Source: an optimization exercise on an open RTL-to-GDS flow (aim: small area, a short achievable clock period and few clock cycles). Production flows keep margins and buffers that such runs may drop.
Where RTL was checked, it was by simulation tests only, not by an equivalence proof against the original.

==> inputs of sierra <==
==> flow/design.v (excerpt) <==
module cnn_conv_engine
#(
   parameter int DATA_W = 16,
   parameter int ADDR_W = 12,
   parameter int DIM_W  = 8,
   parameter int K      = 3,
   parameter int ACC_W  = 40
) (
   input  logic              clk_i,
   input  logic              rst_ni,
   input  logic              start_i,
   input  logic [ADDR_W-1:0] img_base_i,
   input  logic [ADDR_W-1:0] ker_base_i,
   input  logic [ADDR_W-1:0] out_base_i,
   input  logic [DIM_W-1:0]  img_w_i,
   input  logic [DIM_W-1:0]  img_h_i,
   input  logic [4:0]        shift_i,
   output logic              mem_rd_req_o,
   output logic              mem_wr_req_o,
   output logic [ADDR_W-1:0] mem_addr_o,
   output logic [DATA_W-1:0] mem_wdata_o,
   input  logic [DATA_W-1:0] mem_rdata_i,
   input  logic              mem_ready_i,
   output logic              busy_o,
   output logic              done_o,
   output logic              err_o
);
   localparam int AW = 2 * DATA_W + 3;
  ...
clock: 10.5 ns
lec_check: 0
cap_margin: 20
core_margin: 2
core_utilization: 40
place_density: 0.6
slew_margin: 20
run.sh (not shown) runs the stock make flow with config.mk's settings and CLKGATE_MAP_FILE= SYNTH_SCRIPT=/design/flow/synth_recipe.tcl, a recipe that flattens the netlist after the stock synthesis.
==> inputs of juniper, as changes to sierra <==
--- a/flow/design.v
+++ b/flow/design.v
@@ -739,11 +739,12 @@
    output logic              err_o
 );
    localparam int AW = 2 * DATA_W + 3;
    localparam logic [AW-1:0] BWC9 = AW'(9) * ((AW'(1) << DATA_W) - (AW'(1) << (2 * DATA_W - 1)));
    logic              busy_q, kload_q, done_q, err_q;
-   logic [DIM_W-1:0]  w_q, x_q, rem_q;
+   logic [DIM_W-1:0]  w_q, x_q, rem_q;    
+   logic              last_q, odd_q;      
    logic [4:0]        shift_q;
    logic [5:0]        slot_q;    
    logic              oddm_q;    
    logic [1:0]        wcnt_q;
    logic              first_q, flush_q;
@@ -768,16 +769,16 @@
    logic [DATA_W-1:0] kval [3];
    logic [DATA_W-1:0] sat;
    assign accept   = start_i & ~busy_q;
    assign bad_dims = img_w_i < DIM_W'(3) || img_h_i < DIM_W'(3);
    assign run      = busy_q & ~kload_q;
-   assign kdone    = kload_q & mem_ready_i & (x_q == DIM_W'(8));
-   assign oddstrip  = rem_q == DIM_W'(1);
-   assign laststrip = rem_q <= DIM_W'(2);
+   assign kdone    = kload_q & mem_ready_i & lastcol;
+   assign oddstrip  = odd_q;
+   assign laststrip = last_q;
    assign xz        = wcnt_q == 2'd0;
    assign oddm      = oddm_q;
-   assign lastcol   = x_q == w_q - 1'b1;
+   assign lastcol   = x_q == '0;
    assign wv        = flush_q | (wcnt_q == 2'd3) | (xz & ~first_q);
    assign rd_slot = slot_q[0] | slot_q[1] | (slot_q[2] & oddm) | (slot_q[3] & ~oddm) | slot_q[5];
    assign wr_slot = (slot_q[2] & ~oddm) | (slot_q[3] & oddm) | slot_q[4];
    assign rdreq   = run & rd_slot & ~flush_q;
    assign wrreq   = run & wr_slot & wv;
@@ -873,26 +874,28 @@
    end
    always_ff @(posedge clk_i) begin
       if (accept) begin
          w_q     <= img_w_i;
          rem_q   <= img_h_i - DIM_W'(2);
+         last_q  <= img_h_i <= DIM_W'(4);
+         odd_q   <= img_h_i == DIM_W'(3);
          shift_q <= shift_i;
          ibase_q <= img_base_i;
          raddr_q <= ker_base_i;
          wptr_q  <= out_base_i;
-         x_q     <= '0;
+         x_q     <= DIM_W'(8);
          slot_q  <= 6'b000001;
          oddm_q  <= 1'b0;
          wcnt_q  <= '0;
          first_q <= 1'b1;
          flush_q <= 1'b0;
       end
       if (kload_q && mem_ready_i) begin
          for (int i = 0; i < 8; i++) ker_q[i] <= ker_q[i + 1];
          ker_q[8] <= mem_rdata_i;
          raddr_q  <= kdone ? ibase_q : raddr_q + rdelta;
-         x_q      <= kdone ? '0 : x_q + 1'b1;
+         x_q      <= kdone ? w_q - 1'b1 : x_q - 1'b1;
       end
       if (rdreq && mem_ready_i) begin
          pix_q <= mem_rdata_i;
          raddr_q <= raddr_q + rdelta;
       end
@@ -908,18 +911,20 @@
          slot_q <= (col_end || job_end) ? 6'b000001 : {slot_q[4:0], 1'b0};
          if (col_end && !job_end) begin
             if (lastcol) begin
                if (laststrip) flush_q <= 1'b1;
                else begin
-                  x_q     <= '0;
+                  x_q     <= w_q - 1'b1;
                   wcnt_q  <= '0;
                   first_q <= 1'b0;
                   rem_q   <= rem_q - DIM_W'(2);
+                  last_q  <= rem_q <= DIM_W'(4);
+                  odd_q   <= rem_q == DIM_W'(3);
                   oddm_q  <= 1'b0;
                end
             end else begin
-               x_q    <= x_q + 1'b1;
+               x_q    <= x_q - 1'b1;
                oddm_q <= oddstrip;
                wcnt_q <= wcnt_q == 2'd3 ? 2'd3 : wcnt_q + 1'b1;
             end
          end
       end
==> flow/flow/run.sh (new file) <==
#!/bin/bash
set -euo pipefail
MARGIN=6.5
sed -E "s/SETUP_SLACK_MARGIN=[-0-9.]+/SETUP_SLACK_MARGIN=${MARGIN}/" standard.sh > standard_margin.sh
grep -q "SETUP_SLACK_MARGIN=${MARGIN}" standard_margin.sh
bash standard_margin.sh > standard.log 2>&1
==> flow/standard.sh (new file) <==
#!/bin/bash
# synth_recipe.tcl (not shown) runs the flow's synth.tcl, then flattens the netlist and writes it again
# the make line also repeats each setting of config.mk as NAME=value (left out here)
make -C /OpenROAD-flow-scripts/flow DESIGN_CONFIG=/design/flow/config.mk WORK_HOME=/design/flow/orfs CLKGATE_MAP_FILE= SYNTH_SCRIPT=/design/flow/synth_recipe.tcl "${@:-finish}"
--- a/flow/config.mk
+++ b/flow/config.mk
@@ -7,6 +7,7 @@
 export LEC_CHECK = 0
 export CAP_MARGIN = 20
 export CORE_MARGIN = 2
 export CORE_UTILIZATION = 40
 export PLACE_DENSITY = 0.6
+export SETUP_SLACK_MARGIN = 5
 export SLEW_MARGIN = 20
removed: flow/run.sh
==> inputs of willow, as changes to sierra <==
--- a/flow/design.v
+++ b/flow/design.v
@@ -739,11 +739,12 @@
    output logic              err_o
 );
    localparam int AW = 2 * DATA_W + 3;
    localparam logic [AW-1:0] BWC9 = AW'(9) * ((AW'(1) << DATA_W) - (AW'(1) << (2 * DATA_W - 1)));
    logic              busy_q, kload_q, done_q, err_q;
-   logic [DIM_W-1:0]  w_q, x_q, rem_q;
+   logic [DIM_W-1:0]  w_q, x_q, rem_q;    
+   logic              last_q, odd_q;      
    logic [4:0]        shift_q;
    logic [5:0]        slot_q;    
    logic              oddm_q;    
    logic [1:0]        wcnt_q;
    logic              first_q, flush_q;
@@ -768,16 +769,16 @@
    logic [DATA_W-1:0] kval [3];
    logic [DATA_W-1:0] sat;
    assign accept   = start_i & ~busy_q;
    assign bad_dims = img_w_i < DIM_W'(3) || img_h_i < DIM_W'(3);
    assign run      = busy_q & ~kload_q;
-   assign kdone    = kload_q & mem_ready_i & (x_q == DIM_W'(8));
-   assign oddstrip  = rem_q == DIM_W'(1);
-   assign laststrip = rem_q <= DIM_W'(2);
+   assign kdone    = kload_q & mem_ready_i & lastcol;
+   assign oddstrip  = odd_q;
+   assign laststrip = last_q;
    assign xz        = wcnt_q == 2'd0;
    assign oddm      = oddm_q;
-   assign lastcol   = x_q == w_q - 1'b1;
+   assign lastcol   = x_q == '0;
    assign wv        = flush_q | (wcnt_q == 2'd3) | (xz & ~first_q);
    assign rd_slot = slot_q[0] | slot_q[1] | (slot_q[2] & oddm) | (slot_q[3] & ~oddm) | slot_q[5];
    assign wr_slot = (slot_q[2] & ~oddm) | (slot_q[3] & oddm) | slot_q[4];
    assign rdreq   = run & rd_slot & ~flush_q;
    assign wrreq   = run & wr_slot & wv;
@@ -873,26 +874,28 @@
    end
    always_ff @(posedge clk_i) begin
       if (accept) begin
          w_q     <= img_w_i;
          rem_q   <= img_h_i - DIM_W'(2);
+         last_q  <= img_h_i <= DIM_W'(4);
+         odd_q   <= img_h_i == DIM_W'(3);
          shift_q <= shift_i;
          ibase_q <= img_base_i;
          raddr_q <= ker_base_i;
          wptr_q  <= out_base_i;
-         x_q     <= '0;
+         x_q     <= DIM_W'(8);
          slot_q  <= 6'b000001;
          oddm_q  <= 1'b0;
          wcnt_q  <= '0;
          first_q <= 1'b1;
          flush_q <= 1'b0;
       end
       if (kload_q && mem_ready_i) begin
          for (int i = 0; i < 8; i++) ker_q[i] <= ker_q[i + 1];
          ker_q[8] <= mem_rdata_i;
          raddr_q  <= kdone ? ibase_q : raddr_q + rdelta;
-         x_q      <= kdone ? '0 : x_q + 1'b1;
+         x_q      <= kdone ? w_q - 1'b1 : x_q - 1'b1;
       end
       if (rdreq && mem_ready_i) begin
          pix_q <= mem_rdata_i;
          raddr_q <= raddr_q + rdelta;
       end
@@ -908,18 +911,20 @@
          slot_q <= (col_end || job_end) ? 6'b000001 : {slot_q[4:0], 1'b0};
          if (col_end && !job_end) begin
             if (lastcol) begin
                if (laststrip) flush_q <= 1'b1;
                else begin
-                  x_q     <= '0;
+                  x_q     <= w_q - 1'b1;
                   wcnt_q  <= '0;
                   first_q <= 1'b0;
                   rem_q   <= rem_q - DIM_W'(2);
+                  last_q  <= rem_q <= DIM_W'(4);
+                  odd_q   <= rem_q == DIM_W'(3);
                   oddm_q  <= 1'b0;
                end
             end else begin
-               x_q    <= x_q + 1'b1;
+               x_q    <= x_q - 1'b1;
                oddm_q <= oddstrip;
                wcnt_q <= wcnt_q == 2'd3 ? 2'd3 : wcnt_q + 1'b1;
             end
          end
       end
--- a/flow/config.mk
+++ b/flow/config.mk
@@ -7,6 +7,7 @@
 export LEC_CHECK = 0
 export CAP_MARGIN = 20
 export CORE_MARGIN = 2
 export CORE_UTILIZATION = 40
 export PLACE_DENSITY = 0.6
+export SETUP_SLACK_MARGIN = 5
 export SLEW_MARGIN = 20
==> inputs of pepper, as changes to sierra <==
--- a/flow/design.v
+++ b/flow/design.v
@@ -17,13 +17,14 @@
 ) (
    input  logic [ACC_W-1:0]  acc_i,
    input  logic [4:0]        shift_i,
    output logic [DATA_W-1:0] res_o
 );
-   logic signed [ACC_W-1:0] sh;
+   logic signed [ACC_W-1:0] acc_s, sh;
    logic                    ovf;
-   assign sh    = $signed(acc_i) >>> shift_i;
+   assign acc_s = acc_i;
+   assign sh    = acc_s >>> shift_i;
    assign ovf   = ~(&sh[ACC_W-1:DATA_W-1]) & (|sh[ACC_W-1:DATA_W-1]);
    assign res_o = ovf ? {sh[ACC_W-1], {(DATA_W-1){~sh[ACC_W-1]}}} : sh[DATA_W-1:0];
 endmodule
 module cnn_mul (
    input  logic [15:0]  a_i,
@@ -739,11 +740,12 @@
    output logic              err_o
 );
    localparam int AW = 2 * DATA_W + 3;
    localparam logic [AW-1:0] BWC9 = AW'(9) * ((AW'(1) << DATA_W) - (AW'(1) << (2 * DATA_W - 1)));
    logic              busy_q, kload_q, done_q, err_q;
-   logic [DIM_W-1:0]  w_q, x_q, rem_q;
+   logic [DIM_W-1:0]  w_q, x_q, rem_q;    
+   logic              last_q, odd_q;      
    logic [4:0]        shift_q;
    logic [5:0]        slot_q;    
    logic              oddm_q;    
    logic [1:0]        wcnt_q;
    logic              first_q, flush_q;
@@ -768,16 +770,16 @@
    logic [DATA_W-1:0] kval [3];
    logic [DATA_W-1:0] sat;
    assign accept   = start_i & ~busy_q;
    assign bad_dims = img_w_i < DIM_W'(3) || img_h_i < DIM_W'(3);
    assign run      = busy_q & ~kload_q;
-   assign kdone    = kload_q & mem_ready_i & (x_q == DIM_W'(8));
-   assign oddstrip  = rem_q == DIM_W'(1);
-   assign laststrip = rem_q <= DIM_W'(2);
+   assign kdone    = kload_q & mem_ready_i & lastcol;
+   assign oddstrip  = odd_q;
+   assign laststrip = last_q;
    assign xz        = wcnt_q == 2'd0;
    assign oddm      = oddm_q;
-   assign lastcol   = x_q == w_q - 1'b1;
+   assign lastcol   = x_q == '0;
    assign wv        = flush_q | (wcnt_q == 2'd3) | (xz & ~first_q);
    assign rd_slot = slot_q[0] | slot_q[1] | (slot_q[2] & oddm) | (slot_q[3] & ~oddm) | slot_q[5];
    assign wr_slot = (slot_q[2] & ~oddm) | (slot_q[3] & oddm) | slot_q[4];
    assign rdreq   = run & rd_slot & ~flush_q;
    assign wrreq   = run & wr_slot & wv;
@@ -873,26 +875,28 @@
    end
    always_ff @(posedge clk_i) begin
       if (accept) begin
          w_q     <= img_w_i;
          rem_q   <= img_h_i - DIM_W'(2);
+         last_q  <= img_h_i <= DIM_W'(4);
+         odd_q   <= img_h_i == DIM_W'(3);
          shift_q <= shift_i;
          ibase_q <= img_base_i;
          raddr_q <= ker_base_i;
          wptr_q  <= out_base_i;
-         x_q     <= '0;
+         x_q     <= DIM_W'(8);
          slot_q  <= 6'b000001;
          oddm_q  <= 1'b0;
          wcnt_q  <= '0;
          first_q <= 1'b1;
          flush_q <= 1'b0;
       end
       if (kload_q && mem_ready_i) begin
          for (int i = 0; i < 8; i++) ker_q[i] <= ker_q[i + 1];
          ker_q[8] <= mem_rdata_i;
          raddr_q  <= kdone ? ibase_q : raddr_q + rdelta;
-         x_q      <= kdone ? '0 : x_q + 1'b1;
+         x_q      <= kdone ? w_q - 1'b1 : x_q - 1'b1;
       end
       if (rdreq && mem_ready_i) begin
          pix_q <= mem_rdata_i;
          raddr_q <= raddr_q + rdelta;
       end
@@ -908,18 +912,20 @@
          slot_q <= (col_end || job_end) ? 6'b000001 : {slot_q[4:0], 1'b0};
          if (col_end && !job_end) begin
             if (lastcol) begin
                if (laststrip) flush_q <= 1'b1;
                else begin
-                  x_q     <= '0;
+                  x_q     <= w_q - 1'b1;
                   wcnt_q  <= '0;
                   first_q <= 1'b0;
                   rem_q   <= rem_q - DIM_W'(2);
+                  last_q  <= rem_q <= DIM_W'(4);
+                  odd_q   <= rem_q == DIM_W'(3);
                   oddm_q  <= 1'b0;
                end
             end else begin
-               x_q    <= x_q + 1'b1;
+               x_q    <= x_q - 1'b1;
                oddm_q <= oddstrip;
                wcnt_q <= wcnt_q == 2'd3 ? 2'd3 : wcnt_q + 1'b1;
             end
          end
       end
--- a/flow/config.mk
+++ b/flow/config.mk
@@ -7,6 +7,7 @@
 export LEC_CHECK = 0
 export CAP_MARGIN = 20
 export CORE_MARGIN = 2
 export CORE_UTILIZATION = 40
 export PLACE_DENSITY = 0.6
+export SETUP_SLACK_MARGIN = 5
 export SLEW_MARGIN = 20
==> summary of the runs <==
- Against willow, the first-iteration DRC count of juniper is higher by about 26%.
- In area after synthesis, willow and pepper do not differ.
- In sierra the die area is smaller than in juniper, by about 1.2%.
- In sierra the sequential share of layout area is higher than in willow, by 0.46 points.
- pepper passed the timing, design-rule and antenna checks. willow finished clean. juniper ran to the end with no violations. sierra ran to the end with no violations.
- In clock-buffer cell count, juniper and willow do not differ.
- In pepper the flip-flop and latch count is higher than in sierra, by 2.
- In sierra the clock skew is higher than in pepper, by 2.4 ps.
- Between juniper and pepper, the lower design area is in pepper (gap 12%, measured against pepper).
- Fmax: pepper is larger than sierra (14%).
Testbench counts of pepper, summed over its fixed seeds: cycles 58,378.
No functional check of the RTL was part of sierra, juniper and willow.

afterwards: timing with drivers on the ports:
Ports are ideal in the flow. The routed layouts listed here were re-timed in OpenROAD. Step 1: set_driving_cell puts a clkbuf_16 on clk_i and a buf_2 on each other input, an assumption about the parent block. Step 2 adds t to the input delays and takes it off the output delays; t is the mean of the earliest and latest rising clock arrival at the registers after step 1. Input paths then give back, and output paths get back, about the clock's delay inside the block. Three values: no drivers, after step 1, after step 2; two values: the first two.
run	shift t [ns]	setup WS [ns]	latest minus earliest clock arrival (ns)	worst register clock-pin slew, ns
sierra	0.714	4.539 / 4.539 / 4.539	0.027 / 0.027	0.06 / 0.06
juniper	0.767	5.865 / 5.865 / 5.865	0.036 / 0.036	0.07 / 0.07
willow	0.764	5.250 / 5.250 / 5.232	0.028 / 0.029	0.07 / 0.07
pepper	0.764	5.250 / 5.250 / 5.232	0.028 / 0.029	0.07 / 0.07
After both steps every run listed still meets setup and hold.
